What follows belongs to an exercise in optimizing a design on an open flow for small area, a short achievable clock period and few clock cycles; a production flow would make more cautious choices. Where RTL was checked, it was by simulation tests only, not by an equivalence proof against the original. For runs 1, 2, 4 and 5, only the layout was checked, not whether the RTL still works. Power and IR drop assume default switching activity.

===== flow/config.mk =====
export PLATFORM = sky130hd
export DESIGN_NAME = naas_dma
export DESIGN_NICKNAME = naas_dma
export VERILOG_FILES = /design/flow/design.v
export SDC_FILE = /design/flow/constraint.sdc
export NUM_CORES = 4
export LEC_CHECK = 0
export CAP_MARGIN = 20
export CORE_MARGIN = 2
export CORE_UTILIZATION = 60
export SETUP_SLACK_MARGIN = 3.0
export SLEW_MARGIN = 20
export SYNTH_MEMORY_MAX_BITS = 8192

===== flow/constraint.sdc =====
create_clock -name core_clock -period 5.5 [get_ports {clk}]
set_input_delay 1.1000 -clock core_clock [delete_from_list [all_inputs] [get_ports {clk}]]
set_output_delay 1.1000 -clock core_clock [all_outputs]
set_load 0.01 [all_outputs]

===== flow/design.v =====
package naas_dma_pkg;
    localparam int DATA_W           = 64;            
    localparam int STRB_W           = DATA_W / 8;
    localparam int ADDR_W           = 6;
    localparam int BUF_DEPTH        = 2 ** ADDR_W;
    localparam int PTR_W            = ADDR_W + 1;    
    localparam int MAX_BURST_QWORDS = 16;
    localparam int QCNT_W           = 5;             
    localparam int MAX_FRAME_QWORDS = 32;
    typedef logic [ADDR_W-1:0] addr_t;
    typedef logic [PTR_W-1:0]  ptr_t;
    typedef logic [QCNT_W-1:0] qcnt_t;
    typedef struct packed {
        logic [47:0] reserved;
        logic [15:0] byte_count;
    } rx_desc_t;
    typedef union packed {
        logic [DATA_W-1:0] data;
        rx_desc_t          desc;
    } buf_entry_u;
endpackage
`timescale 1ns/1ns
module naas_dma (
    input  logic                            clk,
    input  logic                            arst_n,
    input  logic [naas_dma_pkg::DATA_W-1:0] s_axis_tdata,
    input  logic [naas_dma_pkg::STRB_W-1:0] s_axis_tstrb,
    input  logic                            s_axis_tvalid,
    input  logic                            s_axis_tlast,
    output logic                            s_axis_tready,
    output logic [naas_dma_pkg::DATA_W-1:0] host_tdata,
    output logic                            host_tvalid,
    output logic                            host_tlast,
    input  logic                            host_tready
);
    localparam int N  = 32;                  
    localparam int S  = 8;                   
    localparam int D  = 4;                   
    localparam int PW = $clog2(N);
    localparam int CW = $clog2(N + 1);
    localparam int DW = $clog2(D + 1);
    function automatic logic [PW-1:0] step(input logic [PW-1:0] p);
        step = (p == PW'(N - 1)) ? '0 : p + 1'b1;
    endfunction
    function automatic logic at_tap(input logic [PW-1:0] p);
        at_tap = 1'b0;
        for (int q = 1; q < N; q += S)
            if (p == PW'(q - 1))
                at_tap = 1'b1;
    endfunction
    logic [63:0]   ring [0:N-1];
    logic [PW-1:0] tpos;                 
    logic [N-1:0]  rsel;                 
    logic [CW-1:0] cnt;                  
    logic          tready_q;
    logic [4:0]    ibeats;               
    logic [4:0]    d_bm1 [0:D-1];        
    logic [3:0]    d_pc  [0:D-1];        
    logic [DW-1:0] dcnt;
    logic [63:0]   ho;                   
    logic          phase;                
    logic [4:0]    rem;                  
    logic [3:0]    bcnt;                 
    logic          hv;
    logic          hl;
    assign s_axis_tready = tready_q;
    assign host_tvalid   = hv;
    assign host_tlast    = hl;
    assign host_tdata    = ho;
    logic          wr, push, pop_h, dpop, opop, adv, rp;
    logic          phase_n, last_n, full_n, empty_n, dfull_n, dnone_n, b16_n;
    logic [4:0]    rem_n;
    logic [8:0]    head_bytes;
    logic [63:0]   rdata;
    assign wr     = s_axis_tvalid && tready_q;
    assign push   = wr && s_axis_tlast;
    assign pop_h  = hv && host_tready;
    assign dpop   = pop_h && !phase;
    assign opop   = pop_h && phase;
    assign adv    = !hv || host_tready;             
    assign head_bytes = {6'(d_bm1[0]) + 6'(d_pc[0][3]), d_pc[0][2:0]};
    always_comb begin
        rdata = '0;
        for (int i = 0; i < N; i++)
            rdata = rdata | (ring[i] & {64{rsel[i]}});
    end
    always_comb begin
        phase_n = phase;
        rem_n   = rem;
        last_n  = phase && (rem == '0);             
        if (dpop) begin
            phase_n = 1'b1;
            rem_n   = d_bm1[0];
            last_n  = (d_bm1[0] == '0);
        end else if (opop) begin
            if (rem == '0) begin
                phase_n = 1'b0;
                last_n  = 1'b0;
            end else begin
                rem_n  = rem - 1'b1;
                last_n = (rem == 5'd1);
            end
        end
    end
    assign rp      = adv && phase_n;                
    assign full_n  = !rp && ((cnt == CW'(N)) || (cnt == CW'(N - 1) && wr));
    assign empty_n = !wr && ((cnt == '0) || (cnt == CW'(1) && rp));
    assign dfull_n = !dpop && ((dcnt == DW'(D)) || (dcnt == DW'(D - 1) && push));
    assign dnone_n = !push && ((dcnt == '0) || (dcnt == DW'(1) && dpop));
    assign b16_n   = pop_h ? (!hl && bcnt == 4'd14) : (bcnt == 4'd15);
    always_ff @(posedge clk) begin
        for (int i = 0; i < N; i++) begin
            if (i % S == 1 && tready_q && tpos == PW'(i - 1))
                ring[i] <= s_axis_tdata;
            else
                ring[i] <= ring[(i + N - 1) % N];
        end
        if (adv)
            ho <= phase_n ? rdata : {55'd0, head_bytes};
        for (int i = 0; i < D; i++) begin
            if (push && DW'(i) == dcnt - DW'(dpop)) begin
                d_bm1[i] <= ibeats;
                d_pc[i]  <= 4'($countones(s_axis_tstrb));
            end else if (dpop && i < D - 1) begin
                d_bm1[i] <= d_bm1[(i + 1) % D];
                d_pc[i]  <= d_pc[(i + 1) % D];
            end
        end
    end
    always_ff @(posedge clk or negedge arst_n) begin
        if (!arst_n) begin
            tpos     <= '0;
            rsel     <= N'(1);
            cnt      <= '0;
            tready_q <= 1'b1;
            ibeats   <= '0;
            dcnt     <= '0;
            phase    <= 1'b0;
            rem      <= '0;
            bcnt     <= '0;
            hv       <= 1'b0;
            hl       <= 1'b0;
        end else begin
            if (empty_n)
                tpos <= '0;
            else if (!wr)
                tpos <= step(tpos);
            if (empty_n)
                rsel <= N'(1);
            else if (!rp)
                rsel <= {rsel[N-2:0], rsel[N-1]};
            if (wr && !rp)
                cnt <= cnt + 1'b1;
            else if (rp && !wr)
                cnt <= cnt - 1'b1;
            tready_q <= !full_n && !dfull_n && (empty_n || wr || at_tap(step(tpos)));
            if (wr)
                ibeats <= s_axis_tlast ? 5'd0 : ibeats + 1'b1;
            if (push && !dpop)
                dcnt <= dcnt + 1'b1;
            else if (dpop && !push)
                dcnt <= dcnt - 1'b1;
            phase    <= phase_n;
            rem      <= rem_n;
            if (pop_h)
                bcnt <= hl ? 4'd0 : bcnt + 1'b1;
            hv       <= phase_n || (dcnt != '0);
            if (adv)
                hl <= b16_n || (last_n && dnone_n);
        end
    end
endmodule

===== flow/run.sh =====
#!/bin/bash
# synth_recipe.tcl (not shown) runs the flow's synth.tcl, then flattens the netlist and writes it again
# the make line also repeats each setting of config.mk as NAME=value (left out here)
make -C /OpenROAD-flow-scripts/flow DESIGN_CONFIG=/design/flow/config.mk WORK_HOME=/design/flow/orfs CLKGATE_MAP_FILE= SYNTH_SCRIPT=/design/flow/synth_recipe.tcl finish

==> results by group, run 1 <==
Run status
  • Status: finished clean

Route
  • Antenna viol nets, final: 0
  • Routed WL per cell: 32.27 um
  • Routed wire length: 201.5 mm
  • Via count: 40785
  • Initial DRC count: 4636
  • DRC: 0
  • Vias per std cell: 6.531
  • First-pass DRT Iterations: 6

Logic synthesis
  • Area contributors post-synth: dfxtp_1 66%, a22oi_1 12%, mux2_2 5.1%
  • FF+latch count, synth: 2212
  • Distinct cell type count after synthesis: 57
  • Yosys top cell area share: 66.02%
  • Cell taking the most area after synthesis: dfxtp_1
  • Top FF cell, synth: dfxtp_1
  • Post-synth EDFFs: 100
  • Sequential element share of the synthesized area: 73.44%
  • Post-synth top cells: 2048 x dfxtp_1, 1025 x a22oi_1, 284 x mux2_2, 261 x nand4_1, 174 x clkbuf_1
  • Syn Area/Cell: 13.72 um^2
  • Cells after Synth: 4528
  • Yosys warning total: 4
  • Ys async rst share: 2.893%
  • Cell area after synthesis: 0.06210 mm^2
  • Syn_nets: 4635
  • Count leader, synth: dfxtp_1

Placed design
  • HPWL after detailed placement: 95.68 mm
  • Cells after DPL: 5811
  • GP Congestion: 0.8248
  • PortBufs: 143

Power and ir drop
  • Leak pwr: 27.61 nW
  • Register share of total power: 51.1%
  • Internal power: 0.02878 W
  • Worst vdd ir: 0.0004377 V
  • Comb pwr share: 17.4%
  • Clock power frac: 31.6%
  • P_sw: 0.01454 W
  • Cell Pwr Density: 598.9 mW/mm^2
  • Sw Share: 33.56%

GRT
  • GRT Overall Usage: 36.96%
  • First-pass GRT wire length: 284.6 mm
  • Total congestion overflow: 0
  • Pin count of the biggest net entering global routing: 65
  • Initial antenna violation count: 11
  • Vias in the first global route: 40565

Timing
  • Slew @ Worst Pin: 0.9976 ns
  • Clock skew: 0.02710 ns
  • Fin. max-slew vios: 0
  • Crit path time final: 2.772 ns
  • Max_slew headroom: 33.49%
  • Final hold vios: 0
  • Setup violations, final: 0
  • Unrepaired setup endpoints after global routing: true
  • Final Cycle Share: 50.39%
  • Fmax: 0.3608 GHz
  • Setup TNS: 0 ns

Finish
  • Finished Layout Cells: 6245
  • Fin nets: 4805
  • Area of the multi-input gates: 0.01576 mm^2
  • Layout area overhead: 16.48%
  • FILL cells: 7423
  • Storage element area: 0.04573 mm^2
  • Share of layout cells above drive strength 1: 19.02%

Die
  • Die area: 0.1061 mm^2
  • FP Rows: 118
  • Initial Util: 60.26%
  • I/O pins: 144
  • Core area: 0.1031 mm^2
  • Die W: 325.7 um
  • Die Y: 325.7 um

Setup path
  • Crit. End Element: register
  • Worst-path fanout max: 3
  • Crit Path Category: in -> reg
  • CP Data Arrival Time: 3.30 ns
  • CP Launch Type: primary input
  • Required @ worst endpoint: 6.03 ns

Hold path
  • Hold Crit Class: reg -> reg

CTS
  • CTS H-tree lvls: 4
  • Longest Clk Path Bufs: 3
  • Clk Latency, worst-skew pair: 0.80 ns
  • Clock buffer count from CTS: 199
  • Clock Pin Slew Worst Setup and Hold Paths: 0.07 ns
  • Clock root buffer: clkbuf_16
  • Clock sink total: 2212
  • TritonCTS clock tree: yes

Job
  • MaxCap Viol Count: 0
==> registers in the layout, indices dropped and copies added (netlist names) <==
signal and count:
cnt 6, phase 1, tpos 5, dcnt 3
ho 64, hl 1, rsel 32, bcnt 4
rem 5, d_pc 16, ring 2048, hv 1
ibeats 5, d_bm1 20, tready_q 1
==> metal layers <==
| layer | share of wire, % | wire length [um] | GRT usage, % | vias up |
|---|---|---|---|---|
| met1 | 41 | 83620 | 51.72 | 20540 |
| li1 | - | - | - | 17352 |
| met3 | 10 | 20580 | 8.026 | 525 |
| met5 | 0.020 | 40 | 0 | - |
| met4 | 4.2 | 8378 | 14.21 | 6 |
| met2 | 44 | 88930 | 56.50 | 2362 |
==> cell type report <==
cell class,count,area share [%]
Inverter,28,0.1643
Sequential cell,2212,63.22
Multi-Input combinational cell,2005,21.78
Antenna cell,6,0.02076
Clock buffer,301,8.311
Clock inverter,61,0.6400
Tap cell,1380,2.387
Timing Repair Buffer,252,3.477
==> worst max-delay path, stage by stage <==
cell	delay, ns
buf_6	0.09
fa_1	0.55
inv_2	0.04
fa_2	0.43
inv_2	0.07
ha_4	0.13
inv_2	0.03
fa_2	0.53
inv_2	0.05
mux2_4	0.25
==> power groups by stage <==
stage | sequential (W) | clock [W] | combinational (W)
final | 0.0221 | 0.0137 | 0.00752
after global routing | 0.0222 | 0.0144 | 0.00771
after CTS | 0.0220 | 0.0137 | 0.00708
after detailed placement | 0.0230 | 0 | 0.00551
after global placement | 0.0230 | 0 | 0.00545
after floorplan | 0.0200 | 0 | 0.00383
==> layout by cell type, fill, tap and decap left out, types with 27 or more instances in the layout <==
cell type and count:
a21oi_2 32, a22oi_1 1025, buf_2 71, buf_4 51, clkbuf_1 45, clkbuf_16 207
clkbuf_8 50, clkdlybuf4s50_1 68, clkinv_2 50, dfrtp_1 27, dfrtp_4 31, dfxtp_1 2048
edfxtp_1 100, mux2_2 271, nand3_1 38, nand4_1 261, nor2_1 77, nor4_1 48
o21ai_0 46
==> metrics by stage <==
stage / hold slack, ns / utilization [%] / worst slack, ns / total power [W] / area, um^2
global placement: 0.3322 / 62.92 / 1.449 / 0.02845 / 64840
global route: 0.3448 / 70.18 / 2.679 / 0.04424 / 72320
CTS: 0.3375 / 69.88 / 2.767 / 0.04278 / 72010
detailed placement: 0.3355 / 62.92 / 1.375 / 0.02853 / 64840
floorplan: 0.3314 / - / 2.104 / 0.02381 / 62290
finish: 0.3335 / 70.19 / 2.728 / 0.04332 / 72340
==> what timing repair did <==
action	in CTS	in global routing
buffers inserted	47	13
endpoints found under the setup margin	259	136
gates resized for setup	336	50
cloned	4	2
hold buffers	0	0
hold endpoints to repair	0	0
pin swaps	16	9
==> worst paths after layout <==
| path | slack, ns | cells past startpoint | start | to |
|---|---|---|---|---|
| worst max-delay path | 2.73 | 10 | s_axis_tstrb[3] | d_pc[1][1] |
| worst min-delay path | 0.33 | 0 | ring[6][0] | ring[7][0] |
| worst max register to register | 2.98 | 5 | rsel[7] | ho[31] |
| worst min register to register | 0.33 | 0 | ring[6][0] | ring[7][0] |
| max in group asynchronous | 4.32 | 2 | arst_n | rsel[5] |
| min in group asynchronous | 0.51 | 2 | arst_n | rsel[15] |
==> cell families after synthesis <==
logic type               count (synthesis)  share of synthesized area, %
flip-flops                            2212                         73.44
AO/OA/AOI/OAI                         1158                         13.79
multiplexers                           286                         5.182
AND/OR/NAND/NOR                        514                         4.739
XOR/XNOR                                14                        0.1974
adder cells (fa/ha/maj)                 30                        0.6528
buffers and inverters                  314                         1.999
==> inputs of run 2 (changes only) <==
--- a/flow/config.mk
+++ b/flow/config.mk
@@ -8,5 +8,5 @@
 export CAP_MARGIN = 20
 export CORE_MARGIN = 2
-export CORE_UTILIZATION = 60
+export CORE_UTILIZATION = 40
 export SETUP_SLACK_MARGIN = 3.0
 export SLEW_MARGIN = 20
==> run 2 against run 1 <==
Net effect:
- clock power is 5% higher
- first-iteration DRC count fell by 6.9%
- worst hold slack worse by 0.040 ns
- core utilization is 22 points lower
- largest power group unchanged
- global-route usage shrank 12 points
- critical path type unchanged
- synthesized area stayed put
- maximum frequency grew 1.7%
- still clean
- non-clock buffer count increased by 23
- combinational power is 7.2% higher
- via count fell by 0.13%
- clock skew rose by 0.0033 ns
- count of clock-buffer cells in the layout is 11 lower
==> results by group, run 2 <==
Run status
  • Status: finished clean

Logic synthesis
  • Ys async rst share: 2.893%
  • Syn Area/Cell: 13.72 um^2
  • Sequential element share of the synthesized area: 73.44%
  • Syn_nets: 4635
  • Cell taking the most area after synthesis: dfxtp_1
  • FF+latch count, synth: 2212
  • Cell area after synthesis: 0.06210 mm^2
  • Distinct cell type count after synthesis: 57
  • Count leader, synth: dfxtp_1
  • Cells after Synth: 4528
  • Yosys warning total: 4
  • Area contributors post-synth: dfxtp_1 66%, a22oi_1 12%, mux2_2 5.1%
  • Post-synth EDFFs: 100
  • Post-synth top cells: 2048 x dfxtp_1, 1025 x a22oi_1, 284 x mux2_2, 261 x nand4_1, 174 x clkbuf_1
  • Top FF cell, synth: dfxtp_1
  • Yosys top cell area share: 66.02%

Setup path
  • CP peak stage delay: 0.55 ns
  • Crit. End Element: register
  • CP Launch Type: primary input
  • Worst-path fanout max: 3
  • Worst path cell trace: buf_6, fa_1, inv_2, fa_2, inv_2, ha_4, inv_2, fa_2, inv_2, mux2_4
  • Required @ worst endpoint: 6.07 ns
  • CP Data Arrival Time: 3.29 ns
  • CP most frequent cell: inv_2
  • Crit Path Category: in -> reg
  • Worst path slowest cell: fa_1

GRT
  • First-pass GRT wire length: 287.2 mm
  • Initial antenna violation count: 13
  • Vias in the first global route: 40848
  • Pin count of the biggest net entering global routing: 65
  • Total congestion overflow: 0
  • GRT Overall Usage: 24.86%

Die
  • Die W: 398.0 um
  • Initial Util: 40.31%
  • Die area: 0.1584 mm^2
  • FP Rows: 144
  • Die Y: 398.0 um
  • I/O pins: 144
  • Core area: 0.1540 mm^2

Finish
  • Fin area: 0.07371 mm^2
  • Layout area overhead: 18.70%
  • Largest register FFs: 2048
  • Area of the multi-input gates: 0.01584 mm^2
  • Fin nets: 4831
  • Share of layout cells above drive strength 1: 19.65%
  • Post-layout util: 47.85%
  • FILL cells: 13281
  • Storage element area: 0.04573 mm^2
  • Commonest non-fill, non-tap cells in the layout: 2048 x dfxtp_1, 1025 x a22oi_1, 274 x mux2_2
  • Largest register by flop count: ring
  • Most common cell after layout, fill and taps aside: dfxtp_1
  • Top flop regs: ring (2048), ho (64), rsel (32)

Placed design
  • GP Congestion: 0.8279
  • HPWL after detailed placement: 105.5 mm
  • DP Worst Slack: 1.383 ns
  • PortBufs: 143
  • Placed Instance Area: 0.06585 mm^2

Power and ir drop
  • Worst vdd ir: 0.0004931 V
  • Cell Pwr Density: 600.2 mW/mm^2
  • Total power draw: 0.04425 W
  • Leak pwr: 27.92 nW

CTS
  • CTS H-tree lvls: 4
  • Clock root buffer: clkbuf_16
  • Clk Latency, worst-skew pair: 0.83 ns
  • Hold-fix buffers, CTS: 0
  • Clock buffer count from CTS: 201
  • Longest Clk Path Bufs: 3
  • Clock Pin Slew Worst Setup and Hold Paths: 0.06 ns
  • Clock sink total: 2212
  • TritonCTS clock tree: yes

Route
  • Initial DRC count: 4315
  • Routed WL per cell: 29.58 um
  • First-pass DRT Iterations: 6
  • Antenna viol nets, final: 0
  • DRC: 0
  • Via count: 40733
  • Routed wire length: 205.0 mm
  • Vias per std cell: 5.876

Timing
  • Unrepaired setup endpoints after global routing: true
  • Setup violations, final: 0
  • Slew @ Worst Pin: 0.9657 ns
  • Max_slew headroom: 35.62%
  • Crit path time final: 2.725 ns
  • Final hold vios: 0
  • Fmax: 0.3670 GHz
  • Final Cycle Share: 49.54%
  • Post-layout worst setup margin: 2.775 ns
  • Fin. max-slew vios: 0
  • Clock skew: 0.03044 ns
  • Setup TNS: 0 ns

Hold path
  • Hold Crit Class: in -> async

Job
  • MaxCap Viol Count: 0
[run 2: power breakdown]
part | total [W] | internal (W) | switching, W | leakage, nW
Clock | 0.0144 | 0.00826 | 0.00614 | 3.42
Combinational | 0.00806 | 0.00237 | 0.00569 | 6.08
Sequential | 0.0218 | 0.0188 | 0.00304 | 18.4
Total | 0.0442 | 0.0294 | 0.0149 | 27.9
[run 2: stage by stage]
step | std cells | hold WS [ns]
2_1_floorplan | 4528 | 0.3314
3_3_place_gp | 6502 | 0.3327
3_5_place_dp | 6502 | 0.3358
4_1_cts | 6910 | 0.2693
5_1_grt | 6930 | 0.3205
6_report | 6932 | 0.2939
[run 2: cells by family after synthesis]
family	Yosys count	synth area share, %
compound gates	1158	13.79
fa+ha+maj	30	0.6528
simple gates	514	4.739
flops	2212	73.44
buf+inv	314	1.999
xor+xnor	14	0.1974
mux	286	5.182
[run 2: worst max-delay path, delay by kind of cell]
kind | cells | cell delay, ns
fa+ha+maj | 4 | 1.65
buf+inv | 5 | 0.29
mux | 1 | 0.24
[run 2: final cells by class]
class | instances | share of cell area (%)
clock inverter | 74 | 1.122
antenna | 3 | 0.01018
tap | 2044 | 3.469
multi-input combinational | 2006 | 21.48
clock buffer | 290 | 8.237
inverter | 28 | 0.1579
sequential | 2212 | 62.04
timing repair buffer | 275 | 3.483
[run 2: path summary, 6_finish.rpt]
check / cells after the start / slack [ns] / from / endpoint
worst min register to register: 0 / 0.34 / ring[25][35] / ring[26][35]
worst max-delay path: 10 / 2.78 / s_axis_tstrb[4] / d_pc[1][1]
min in group core_clock: 0 / 0.34 / ring[25][35] / ring[26][35]
worst min-delay path: 1 / 0.29 / arst_n / ibeats[0]
max in group asynchronous: 2 / 4.15 / arst_n / rsel[7]
worst max register to register: 5 / 2.97 / rsel[3] / ho[4]
[run 2: timing repair]
item | CTS | global route
gates cloned | 5 | 0
endpoints found under the hold margin | 0 | 0
setup buffers | 39 | 19
gates resized for setup | 353 | 36
endpoints found under the setup margin | 292 | 138
pin swaps | 18 | 7
[run 2: metal layers]
metal | wire, um | vias up | track usage, %
li1 | - | 17387 | -
met1 | 88310 | 20708 | 34.79
met2 | 91040 | 2202 | 38.64
met3 | 18570 | 428 | 4.713
met4 | 7073 | 8 | 8.212
met5 | 44 | - | 0
==> inputs of run 3 (changes only) <==
--- a/flow/design.v
+++ b/flow/design.v
@@ -37,7 +37,7 @@
     localparam int S  = 8;                   
     localparam int D  = 4;                   
-    localparam int PW = $clog2(N);
-    localparam int CW = $clog2(N + 1);
-    localparam int DW = $clog2(D + 1);
+    localparam int PW = 5;                   
+    localparam int CW = 6;                   
+    localparam int DW = 3;                   
     function automatic logic [PW-1:0] step(input logic [PW-1:0] p);
         step = (p == PW'(N - 1)) ? '0 : p + 1'b1;
@@ -48,4 +48,23 @@
             if (p == PW'(q - 1))
                 at_tap = 1'b1;
+    endfunction
+    function automatic logic [2:0] pop4(input logic [3:0] v);
+        case (v)
+            4'h0:                                     pop4 = 3'd0;
+            4'h1, 4'h2, 4'h4, 4'h8:                   pop4 = 3'd1;
+            4'h3, 4'h5, 4'h6, 4'h9, 4'ha, 4'hc:       pop4 = 3'd2;
+            4'h7, 4'hb, 4'hd, 4'he:                   pop4 = 3'd3;
+            default:                                  pop4 = 3'd4;
+        endcase
+    endfunction
+    function automatic logic [3:0] pop8(input logic [7:0] v);
+        logic [2:0] a, b;
+        a = pop4(v[3:0]);
+        b = pop4(v[7:4]);
+        pop8 = '0;
+        for (int i = 0; i <= 4; i++)
+            for (int j = 0; j <= 4; j++)
+                if (a == 3'(i) && b == 3'(j))
+                    pop8 = 4'(i + j);
     endfunction
     logic [63:0]   ring [0:N-1];
@@ -121,5 +140,5 @@
             if (push && DW'(i) == dcnt - DW'(dpop)) begin
                 d_bm1[i] <= ibeats;
-                d_pc[i]  <= 4'($countones(s_axis_tstrb));
+                d_pc[i]  <= pop8(s_axis_tstrb);
             end else if (dpop && i < D - 1) begin
                 d_bm1[i] <= d_bm1[(i + 1) % D];
==> run 3 against run 2 <==
Net effect:
- via count up 0.17%
- critical path depth down 9
- core utilization up 0.20 points
- setup slack better by 0.089 ns
- critical path type is now reg -> out
- largest power group unchanged
==> results by group, run 3 <==
Timing
  • Slew @ Worst Pin: 0.9026 ns
  • Unrepaired setup endpoints after global routing: true
  • Final Cycle Share: 47.93%
  • Fmax: 0.3794 GHz
  • Setup violations, final: 0
  • Final hold vios: 0
  • Clock skew: 0.02944 ns
  • Fin. max-slew vios: 0
  • Crit path time final: 2.636 ns
  • Setup TNS: 0 ns
  • Max_slew headroom: 39.83%

Logic synthesis
  • Distinct cell type count after synthesis: 69
  • Syn_nets: 4693
  • Cells after Synth: 4586
  • Sequential element share of the synthesized area: 73.15%
  • Syn Area/Cell: 13.60 um^2
  • Ys async rst share: 2.893%
  • Cell taking the most area after synthesis: dfxtp_1
  • Yosys warning total: 4
  • FF+latch count, synth: 2212
  • Count leader, synth: dfxtp_1
  • Cell area after synthesis: 0.06235 mm^2
  • Yosys top cell area share: 65.76%
  • Post-synth EDFFs: 100
  • Top FF cell, synth: dfxtp_1
  • Post-synth top cells: 2048 x dfxtp_1, 1003 x a22oi_1, 285 x mux2_2, 256 x nand4_1, 165 x clkbuf_1
  • Area contributors post-synth: dfxtp_1 66%, a22oi_1 12%, mux2_2 5.1%

GRT
  • Grt met3 use: 4.767%
  • First-pass GRT wire length: 288.4 mm
  • Total congestion overflow: 0
  • GRT Overall Usage: 24.90%
  • Initial antenna violation count: 13
  • Met1 Track Usage GR: 34.19%
  • Met2 Track Usage GR: 39.74%
  • Most utilized layer in the global route result: met2
  • Pin count of the biggest net entering global routing: 42
  • Vias in the first global route: 40872

Die
  • FP Rows: 144
  • Die Y: 398.8 um
  • Die area: 0.1590 mm^2
  • I/O pins: 144
  • Core area: 0.1544 mm^2
  • Die W: 398.8 um
  • Initial Util: 40.38%

Power and ir drop
  • Internal power: 0.02922 W
  • Total power draw: 0.04372 W
  • Clock power frac: 32.1%
  • P_sw: 0.01450 W
  • Register share of total power: 50.5%
  • Sw Share: 33.16%
  • Worst vdd ir: 0.0004059 V
  • Cell Pwr Density: 589.3 mW/mm^2
  • Leak pwr: 28.09 nW
  • Comb pwr share: 17.4%

Route
  • DRC: 0
  • Routed WL per cell: 29.46 um
  • Vias per std cell: 5.829
  • Routed wire length: 206.2 mm
  • Initial DRC count: 4581
  • First-pass DRT Iterations: 6
  • Via count: 40802
  • Antenna viol nets, final: 0

Finish
  • Top flop regs: ring (2048), ho (64), rsel (32)
  • Storage element area: 0.04573 mm^2
  • Largest register by flop count: ring
  • Layout area overhead: 18.99%
  • Share of layout cells above drive strength 1: 19.49%
  • Fin nets: 4900
  • Most common cell after layout, fill and taps aside: dfxtp_1
  • Commonest non-fill, non-tap cells in the layout: 2048 x dfxtp_1, 1001 x a22oi_1, 267 x mux2_2
  • Largest register FFs: 2048
  • Area of the multi-input gates: 0.01636 mm^2
  • FILL cells: 13341

CTS
  • Clock Pin Slew Worst Setup and Hold Paths: 0.07 ns
  • Clock root buffer: clkbuf_16
  • Clk Latency, worst-skew pair: 0.82 ns
  • Longest Clk Path Bufs: 3
  • Clock sink total: 2212
  • CTS H-tree lvls: 4
  • TritonCTS clock tree: yes
  • Hold-fix buffers, CTS: 0
  • Clock buffer count from CTS: 203

Setup path
  • Worst path slowest cell: edfxtp_1
  • CP Data Arrival Time: 1.54 ns
  • CP Launch Type: register
  • Crit Path Category: reg -> out
  • Worst path cell trace: buf_2
  • Crit. End Element: primary output
  • CP Depth: 1
  • R2r worst-path depth: 12
  • CP peak stage delay: 0.53 ns
  • Worst-path fanout max: 1
  • R2R Setup Slk: 2.93 ns
  • WP buf/inv: 1
  • CP top delay family: flip-flops
  • Required @ worst endpoint: 4.40 ns

Placed design
  • GP Congestion: 0.8218
  • PortBufs: 143
  • HPWL after detailed placement: 108.2 mm

Job
  • MaxCap Viol Count: 0

Hold path
  • Hold Crit Class: in -> async

Run status
  • Status: finished clean
-- run 3: cell count changes after synthesis, moves of 5 or more --
cell	change
o21ai_0	-17
a21oi_1	+31
a221oi_1	+11
a31oi_1	+6
a21oi_2	-31
buf_1	+7
clkbuf_1	-9
a22o_1	+15
nand4_1	-5
a22oi_1	-22
nand2_1	+64
nand3_1	-21
-- run 3: through the flow --
| stage | cell area (um^2) | hold slack [ns] | std cells | setup WS [ns] | utilization (%) |
|---|---|---|---|---|---|
| 2_1_floorplan | 62660 | 0.3311 | 4586 | 2.358 | - |
| 3_3_place_gp | 66270 | 0.3331 | 6563 | 1.655 | 42.92 |
| 3_5_place_dp | 66270 | 0.3358 | 6563 | 1.606 | 42.92 |
| 4_1_cts | 73570 | 0.3289 | 6966 | 2.826 | 47.65 |
| 5_1_grt | 74180 | 0.3382 | 6996 | 2.811 | 48.04 |
| 6_report | 74190 | 0.3286 | 7000 | 2.864 | 48.05 |
-- run 3: path summary, 6_finish.rpt --
kind                             start        endpoint
min in group core_clock    ring[6][35]     ring[7][35]
setup reg to reg                rem[1]        rsel[19]
setup / recovery                ho[11]  host_tdata[11]
hold reg to reg            ring[6][35]     ring[7][35]
hold / removal                  arst_n         bcnt[3]
max in group asynchronous       arst_n         rsel[6]
-- run 3: per-layer routing --
metal / part of all wire, % / routed length (um)
met4: 3.3 / 6902
met3: 8.6 / 17820
met2: 45 / 93580
met1: 43 / 87840
met5: 0.022 / 45
-- run 3: area by class of cell --
class | count | share of cell area [%]
antenna | 5 | 0.01687
clock buffer | 315 | 8.274
clock inverter | 48 | 0.7505
inverter | 24 | 0.1535
multi-input combinational | 2067 | 22.05
sequential | 2212 | 61.64
tap | 2044 | 3.447
timing repair buffer | 284 | 3.663
timing repair inverter | 1 | 0.008433
-- run 3: what timing repair did --
item,in CTS,in global routing
resized for setup,355,71
setup endpoints to repair,349,277
setup buffers,35,26
pin swaps,13,6
gates cloned,5,3
-- run 3: cell families (layout without fill, tap and decap cells) --
group	after synthesis	in the layout	synth area share [%]
fa+ha+maj	30	30	0.6020
other cells	0	5	0
compound gates	1152	1152	13.64
simple gates	574	575	5.151
xor+xnor	21	21	0.3070
buf+inv	308	672	1.926
mux	289	289	5.232
flops	2212	2212	73.15
-- run 3: power groups by stage --
stage	logic (W)	clock network, W	registers [W]
2_1_floorplan	0.00364	0	0.0203
3_3_place_gp	0.00624	0	0.0227
3_5_place_dp	0.00629	0	0.0227
4_1_cts	0.00689	0.0141	0.0222
5_1_grt	0.00783	0.0148	0.0222
6_report	0.00762	0.0140	0.0221
Testbench counts of run 3, summed over its fixed seeds: cycles 7,862.
==> inputs of run 4 (changes only) <==
--- a/flow/design.v
+++ b/flow/design.v
@@ -91,4 +91,6 @@
     logic [4:0]    rem_n;
     logic [8:0]    head_bytes;
+    logic [4:0]    head_bm1;
+    logic [3:0]    head_pc, new_pc;
     logic [63:0]   rdata;
     assign wr     = s_axis_tvalid && tready_q;
@@ -98,5 +100,8 @@
     assign opop   = pop_h && phase;
     assign adv    = !hv || host_tready;             
-    assign head_bytes = {6'(d_bm1[0]) + 6'(d_pc[0][3]), d_pc[0][2:0]};
+    assign new_pc     = pop8(s_axis_tstrb);
+    assign head_bm1   = (dcnt == '0) ? ibeats : d_bm1[0];
+    assign head_pc    = (dcnt == '0) ? new_pc : d_pc[0];
+    assign head_bytes = {6'(head_bm1) + 6'(head_pc[3]), head_pc[2:0]};
     always_comb begin
         rdata = '0;
@@ -135,4 +140,10 @@
                 ring[i] <= ring[(i + N - 1) % N];
         end
+        if (cnt == '0)
+            rsel <= wr ? N'(2) : N'(1);
+        else if (empty_n)
+            rsel <= N'(1);
+        else if (!rp)
+            rsel <= {rsel[N-2:0], rsel[N-1]};
         if (adv)
             ho <= phase_n ? rdata : {55'd0, head_bytes};
@@ -140,5 +151,5 @@
             if (push && DW'(i) == dcnt - DW'(dpop)) begin
                 d_bm1[i] <= ibeats;
-                d_pc[i]  <= pop8(s_axis_tstrb);
+                d_pc[i]  <= new_pc;
             end else if (dpop && i < D - 1) begin
                 d_bm1[i] <= d_bm1[(i + 1) % D];
@@ -150,5 +161,4 @@
         if (!arst_n) begin
             tpos     <= '0;
-            rsel     <= N'(1);
             cnt      <= '0;
             tready_q <= 1'b1;
@@ -165,8 +175,4 @@
             else if (!wr)
                 tpos <= step(tpos);
-            if (empty_n)
-                rsel <= N'(1);
-            else if (!rp)
-                rsel <= {rsel[N-2:0], rsel[N-1]};
             if (wr && !rp)
                 cnt <= cnt + 1'b1;
@@ -184,5 +190,5 @@
             if (pop_h)
                 bcnt <= hl ? 4'd0 : bcnt + 1'b1;
-            hv       <= phase_n || (dcnt != '0);
+            hv       <= phase_n || !dnone_n;
             if (adv)
                 hl <= b16_n || (last_n && dnone_n);
--- a/flow/config.mk
+++ b/flow/config.mk
@@ -9,4 +9,6 @@
 export CORE_MARGIN = 2
 export CORE_UTILIZATION = 40
+export CTS_CLUSTER_DIAMETER = 120
+export CTS_CLUSTER_SIZE = 25
 export SETUP_SLACK_MARGIN = 3.0
 export SLEW_MARGIN = 20
==> run 4 against run 3 <==
Net effect:
- critical path depth unchanged
- combinational power up 52%
- clock power down about 40%
- core utilization down 2.9 points
- final cell count down 4.5%
- critical path type unchanged
- critical endpoint is now host_tdata[63]
- largest cell class unchanged
==> results by group, run 4 <==
Logic synthesis
  • FF+latch count, synth: 2212
  • Top FF cell, synth: dfxtp_1
  • Cell taking the most area after synthesis: dfxtp_1
  • Post-synth top cells: 2048 x dfxtp_1, 531 x a22oi_1, 271 x mux2_2, 251 x a22o_1, 248 x a221oi_1
  • Cell area after synthesis: 0.06230 mm^2
  • Syn Area/Cell: 13.91 um^2
  • Ys async rst share: 1.447%
  • Sequential element share of the synthesized area: 73.46%
  • Cells after Synth: 4478
  • Area contributors post-synth: dfxtp_1 66%, a22oi_1 6.4%, edfxtp_1 6.4%
  • Distinct cell type count after synthesis: 60
  • Yosys top cell area share: 65.81%
  • Yosys warning total: 4
  • Syn_nets: 4584
  • Post-synth EDFFs: 132
  • Count leader, synth: dfxtp_1

GRT
  • Grt met3 use: 3.747%
  • Vias in the first global route: 39049
  • Met1 Track Usage GR: 33.74%
  • Most utilized layer in the global route result: met2
  • GRT Overall Usage: 23.82%
  • Pin count of the biggest net entering global routing: 65
  • Total congestion overflow: 0
  • Met2 Track Usage GR: 38.02%
  • First-pass GRT wire length: 277.1 mm
  • Initial antenna violation count: 9

Route
  • Routed wire length: 193.7 mm
  • Initial DRC count: 4148
  • Via count: 39107
  • First-pass DRT Iterations: 7
  • Routed WL per cell: 28.98 um
  • Vias per std cell: 5.851
  • DRC: 0
  • Antenna viol nets, final: 0

Power and ir drop
  • Worst vdd ir: 0.0006087 V
  • Internal power: 0.02589 W
  • P_sw: 0.01504 W
  • Cell Pwr Density: 587.5 mW/mm^2
  • Comb pwr share: 28.3%
  • Leak pwr: 26.36 nW
  • Sw Share: 36.75%
  • Clock power frac: 20.7%
  • Register share of total power: 51.0%

Timing
  • Crit path time final: 2.583 ns
  • Final Cycle Share: 46.97%
  • Clock skew: 0.05631 ns
  • Setup violations, final: 0
  • Fmax: 0.3871 GHz
  • Fin. max-slew vios: 0
  • Final hold vios: 0
  • Unrepaired setup endpoints after global routing: true
  • Setup TNS: 0 ns
  • Slew @ Worst Pin: 1.069 ns
  • Max_slew headroom: 28.73%

Placed design
  • GP Congestion: 0.8103
  • PortBufs: 143
  • HPWL after detailed placement: 104.5 mm
  • Placed Instance Area: 0.06634 mm^2

CTS
  • CTS H-tree lvls: 3
  • TritonCTS clock tree: yes
  • Clock root buffer: clkbuf_16
  • Clock sink total: 2212
  • Clk Latency, worst-skew pair: 0.76 ns
  • Longest Clk Path Bufs: 3
  • Clock buffer count from CTS: 99
  • Clock Pin Slew Worst Setup and Hold Paths: 0.10 ns

Setup path
  • Crit Path Category: reg -> out
  • CP Data Arrival Time: 1.48 ns
  • CP peak stage delay: 0.55 ns
  • R2r worst-path depth: 6
  • Worst path slowest cell: edfxtp_1
  • CP Launch Type: register
  • Worst-path fanout max: 2
  • CP top delay family: flip-flops
  • Crit. End Element: primary output
  • WP buf/inv: 1
  • CP Depth: 1
  • Worst path cell trace: buf_2
  • Required @ worst endpoint: 4.40 ns

Finish
  • Share of layout cells above drive strength 1: 14.64%
  • Commonest non-fill, non-tap cells in the layout: 2048 x dfxtp_1, 531 x a22oi_1, 262 x mux2_2
  • Area of the multi-input gates: 0.01588 mm^2
  • Storage element area: 0.04577 mm^2
  • Fin nets: 4695
  • Fin area: 0.06967 mm^2
  • FILL cells: 13767
  • Top flop regs: ring (2048), ho (64), rsel (32)
  • Largest register by flop count: ring
  • Most common cell after layout, fill and taps aside: dfxtp_1
  • Layout area overhead: 11.83%
  • Largest register FFs: 2048

Run status
  • Status: finished clean

Die
  • Die Y: 398.7 um
  • I/O pins: 144
  • Core area: 0.1544 mm^2
  • Die area: 0.1589 mm^2
  • FP Rows: 144
  • Initial Util: 40.35%
  • Die W: 398.7 um

Job
  • MaxCap Viol Count: 0

Hold path
  • Hold Crit Class: reg -> reg
  • Worst hold stages: 0
[run 4: cell families (layout without fill, tap and decap cells)]
family / Yosys count / in the layout / share of synthesized area, %
adder cells (fa/ha/maj): 30 / 30 / 0.6005
multiplexers: 277 / 277 / 4.995
flip-flops: 2212 / 2212 / 73.46
XOR/XNOR: 19 / 19 / 0.3153
AO/OA/AOI/OAI: 1116 / 1116 / 14.27
other: 0 / 1 / 0
AND/OR/NAND/NOR: 521 / 522 / 4.483
buffers and inverters: 303 / 463 / 1.874
[run 4: through the flow]
stage                     power, W  worst slack (ns)  hold WS [ns]  instances  util [%]
after floorplan            0.02604             2.327        0.3308       4478         -
after detailed placement   0.03228             1.347        0.3355       6476     42.97
final                      0.04093             2.917        0.2968       6684     45.12
after global placement     0.03223             1.416        0.3324       6475     42.95
after global routing       0.04222             2.861        0.3111       6683     45.12
after CTS                  0.04066             2.834        0.3100       6668     44.97
[run 4: layout make-up]
type / count / area share, %
Antenna cell: 1 / 0.003592
Clock buffer: 144 / 3.860
Clock inverter: 7 / 0.2317
Inverter: 25 / 0.1832
Multi-Input combinational cell: 1964 / 22.79
Sequential cell: 2212 / 65.69
Tap cell: 2044 / 3.671
Timing Repair Buffer: 286 / 3.552
Timing Repair inverter: 1 / 0.01078
[run 4: power by group through the flow]
stage | combinational (W) | sequential [W] | clock (W)
after floorplan | 0.00549 | 0.0206 | 0
after global placement | 0.0106 | 0.0216 | 0
after detailed placement | 0.0107 | 0.0216 | 0
after CTS | 0.0112 | 0.0209 | 0.00853
after global routing | 0.0120 | 0.0211 | 0.00912
final | 0.0116 | 0.0209 | 0.00846
[run 4: timing repair]
| action | in CTS | in global routing |
|---|---|---|
| resized for setup | 303 | 61 |
| hold buffers | 0 | 0 |
| cloned | 3 | 1 |
| buffers inserted | 38 | 14 |
| endpoints found under the setup margin | 401 | 224 |
| pin swaps | 12 | 10 |
[run 4: final timing paths]
kind	endpoint	from	slack, ns
max reg2reg	ho[0]	rsel[1]	2.99
min in group asynchronous	ibeats[3]	arst_n	0.77
min reg2reg	ring[0][55]	ring[31][55]	0.30
min	ring[0][55]	ring[31][55]	0.30
max	host_tdata[63]	ho[63]	2.92
max in group asynchronous	hv	arst_n	4.37
[run 4: routing by layer]
layer / wire length (um) / vias up
met5: 103 / -
met4: 5097 / 14
met3: 15550 / 315
met2: 87940 / 1805
met1: 85010 / 20004
li1: - / 16969
==> inputs of run 5 (changes only) <==
--- a/flow/config.mk
+++ b/flow/config.mk
@@ -9,6 +9,6 @@
 export CORE_MARGIN = 2
 export CORE_UTILIZATION = 40
-export CTS_CLUSTER_DIAMETER = 120
-export CTS_CLUSTER_SIZE = 25
+export CTS_CLUSTER_DIAMETER = 100
+export CTS_CLUSTER_SIZE = 30
 export SETUP_SLACK_MARGIN = 3.0
 export SLEW_MARGIN = 20
==> run 5 against run 4 <==
Net effect:
- setup slack lost 0.011 ns
- critical path depth did not move
- power down 1.2%
- clock power shrank 6.0%
- non-clock buffer count grew 1
- critical path type unchanged
- clock skew about the same
- still clean on timing, DRC and antenna
==> results by group, run 5 <==
Finish
  • Largest register by flop count: ring
  • Commonest non-fill, non-tap cells in the layout: 2048 x dfxtp_1, 531 x a22oi_1, 262 x mux2_2
  • Area of the multi-input gates: 0.01586 mm^2
  • Post-layout util: 44.88%
  • Finished Layout Cells: 6672
  • Share of layout cells above drive strength 1: 14.44%
  • Fin nets: 4682
  • FILL cells: 13825
  • Storage element area: 0.04577 mm^2
  • Top flop regs: ring (2048), ho (64), rsel (32)
  • Layout area overhead: 11.23%
  • Largest register FFs: 2048
  • Most common cell after layout, fill and taps aside: dfxtp_1

CTS
  • CTS H-tree lvls: 3
  • Longest Clk Path Bufs: 3
  • Clock sink total: 2212
  • Hold-fix buffers, CTS: 0
  • Clock buffer count from CTS: 85
  • Clock root buffer: clkbuf_16
  • TritonCTS clock tree: yes
  • Clock Pin Slew Worst Setup and Hold Paths: 0.11 ns
  • Clk Latency, worst-skew pair: 0.76 ns

GRT
  • Met1 Track Usage GR: 33.54%
  • Initial antenna violation count: 8
  • Grt met3 use: 3.584%
  • Most utilized layer in the global route result: met2
  • Met2 Track Usage GR: 37.73%
  • Total congestion overflow: 0
  • First-pass GRT wire length: 274.9 mm
  • Vias in the first global route: 38792
  • Pin count of the biggest net entering global routing: 65
  • GRT Overall Usage: 23.63%

Logic synthesis
  • Cell area after synthesis: 0.06230 mm^2
  • FF+latch count, synth: 2212
  • Cells after Synth: 4478
  • Area contributors post-synth: dfxtp_1 66%, a22oi_1 6.4%, edfxtp_1 6.4%
  • Post-synth top cells: 2048 x dfxtp_1, 531 x a22oi_1, 271 x mux2_2, 251 x a22o_1, 248 x a221oi_1
  • Yosys top cell area share: 65.81%
  • Ys async rst share: 1.447%
  • Top FF cell, synth: dfxtp_1
  • Count leader, synth: dfxtp_1
  • Yosys warning total: 4
  • Distinct cell type count after synthesis: 60
  • Syn_nets: 4584
  • Cell taking the most area after synthesis: dfxtp_1
  • Syn Area/Cell: 13.91 um^2
  • Post-synth EDFFs: 132
  • Sequential element share of the synthesized area: 73.46%

Route
  • First-pass DRT Iterations: 6
  • Antenna viol nets, final: 0
  • Routed wire length: 193.2 mm
  • DRC: 0
  • Routed WL per cell: 28.95 um
  • Initial DRC count: 4163
  • Via count: 39171
  • Vias per std cell: 5.871

Run status
  • Status: finished clean

Setup path
  • R2R Setup Slk: 3.03 ns
  • CP top delay family: flip-flops
  • CP Launch Type: register
  • Worst path cell trace: buf_2
  • Crit. End Element: primary output
  • CP peak stage delay: 0.55 ns
  • Crit Path Category: reg -> out
  • CP Data Arrival Time: 1.49 ns
  • Capture point of the worst reg-to-reg path: ho[0]
  • Reg-to-Reg Start: rsel[1]
  • R2r worst-path depth: 6
  • Worst-path fanout max: 1
  • Worst path slowest cell: edfxtp_1
  • WP buf/inv: 1
  • Required @ worst endpoint: 4.40 ns

Power and ir drop
  • Internal power: 0.02545 W
  • Sw Share: 37.06%
  • Total power draw: 0.04043 W
  • P_sw: 0.01499 W
  • Register share of total power: 51.7%
  • Clock power frac: 19.7%
  • Cell Pwr Density: 583.5 mW/mm^2
  • Leak pwr: 26.16 nW
  • Comb pwr share: 28.7%
  • Worst vdd ir: 0.0006162 V

Placed design
  • Cells after DPL: 6476
  • GP Congestion: 0.8103
  • PortBufs: 143
  • HPWL after detailed placement: 104.5 mm

Timing
  • Max_slew headroom: 29.48%
  • Slew @ Worst Pin: 1.058 ns
  • Unrepaired setup endpoints after global routing: true
  • Setup TNS: 0 ns
  • Setup violations, final: 0
  • Crit path time final: 2.594 ns
  • Fin. max-slew vios: 0
  • Final Cycle Share: 47.17%
  • Worst hold margin: 0.3332 ns
  • Clock skew: 0.05593 ns
  • Final hold vios: 0
  • Fmax: 0.3855 GHz

Hold path
  • Min-Delay Endpoint: ring[24][30]
  • Hold_sp: ring[23][30]
  • Hold Crit Class: reg -> reg
  • Worst hold stages: 0

Die
  • Core area: 0.1544 mm^2
  • I/O pins: 144
  • Initial Util: 40.35%
  • FP Rows: 144
  • Die area: 0.1589 mm^2
  • Die W: 398.7 um
  • Die Y: 398.7 um

Job
  • MaxCap Viol Count: 0
-- run 5: cell types whose count changed in the layout (fill, tap and decap cells not counted), moves of 3 or more --
cell,previous run,this run
clkbuf_16,101,87
buf_2,50,55
clkbuf_2,10,5
buf_6,16,19
inv_12,0,3
-- run 5: repair_timing --
item,CTS,global route
setup buffers,44,9
resized for setup,322,47
endpoints found under the setup margin,401,156
endpoints found under the hold margin,0,0
gates cloned,2,2
pin swaps,12,4
-- run 5: kinds of logic (layout without fill, tap and decap cells) --
logic type	Yosys count	after routing	share of synthesized area, %
mux	277	277	4.995
simple gates	521	522	4.483
flops	2212	2212	73.46
buf+inv	303	451	1.874
xor+xnor	19	19	0.3153
fa+ha+maj	30	30	0.6005
compound gates	1116	1116	14.27
other cells	0	1	0
-- run 5: cell type report --
class                      count  share of cell area [%]
inverter                      25                  0.1896
clock buffer                 129                   3.353
tap                         2044                   3.691
sequential                  2212                   66.05
timing repair inverter         1                0.007222
antenna                        1                0.003611
timing repair buffer         287                   3.573
clock inverter                 9                  0.2510
multi-input combinational   1964                   22.89
-- run 5: worst max path at each step --
stage / startpoint / to / slack [ns] / depth (start not counted)
6_report: ho[63] / host_tdata[63] / 2.91 / 1
5_1_grt: ho[63] / host_tdata[63] / 2.86 / 1
4_1_cts: s_axis_tstrb[5] / ho[7] / 2.83 / 13
3_5_place_dp: host_tready / d_pc[0][0] / 1.35 / 10
3_3_place_gp: host_tready / d_pc[0][0] / 1.42 / 10
2_1_floorplan: s_axis_tstrb[4] / ho[7] / 2.33 / 12
-- run 5: per-layer routing --
metal  up-vias  part of all wire [%]
met5         -                 0.043
met4        12                   2.6
met3       337                   7.8
met2      1799                    45
met1     20089                    44
li1      16934                     -
-- run 5: power groups by stage --
stage / clock network [W] / registers (W) / logic, W
finish: 0.00795 / 0.0209 / 0.0116
global route: 0.00859 / 0.0211 / 0.0119
CTS: 0.00804 / 0.0209 / 0.0112
detailed placement: 0 / 0.0216 / 0.0107
global placement: 0 / 0.0216 / 0.0106
floorplan: 0 / 0.0206 / 0.00549
-- run 5: stage by stage --
step	cell area, um^2	worst slack [ns]
global placement	66310	1.416
detailed placement	66340	1.347
CTS	69080	2.834
floorplan	62660	2.327
finish	69300	2.906
global route	69290	2.858

[afterwards: timing with drivers on the ports]
In the flow no input, the clock included, has a driving cell. The finished layouts below were timed again as built, in two steps. Step 1 sets driving cells, clkbuf_16 on the clock port and buf_2 on the other inputs (assumed; they add their load-dependent delay and slew). Step 2 times the ports against the registers' clock, not the clock port: input delays grow and output delays shrink by t, the midpoint of the rising clock arrivals with the driver on. a / b / c = ideal / step 1 / step 2; a / b = the first two.
run	shift t [ns]	setup WS [ns]	hold slack, ns	worst data-port slew with drivers (ns)	cell pins on the clock port's net
run 1	0.861	2.728 / 2.769 / 1.908	0.333 / 0.333 / 0.333	0.17	1
run 2	0.896	2.775 / 2.810 / 1.922	0.294 / 0.241 / 0.336	0.18	1
run 3	0.877	2.864 / 2.789 / 2.108	0.329 / 0.273 / 0.335	0.14	1
run 4	0.812	2.917 / 2.836 / 2.193	0.297 / 0.297 / 0.297	0.17	1
run 5	0.812	2.906 / 2.825 / 2.208	0.333 / 0.333 / 0.333	0.16	1
After both steps setup and hold are still met in every run listed. The setup slack of run 2, which loses most, moves by +0.035 ns with the drivers and by -0.853 ns with both steps.
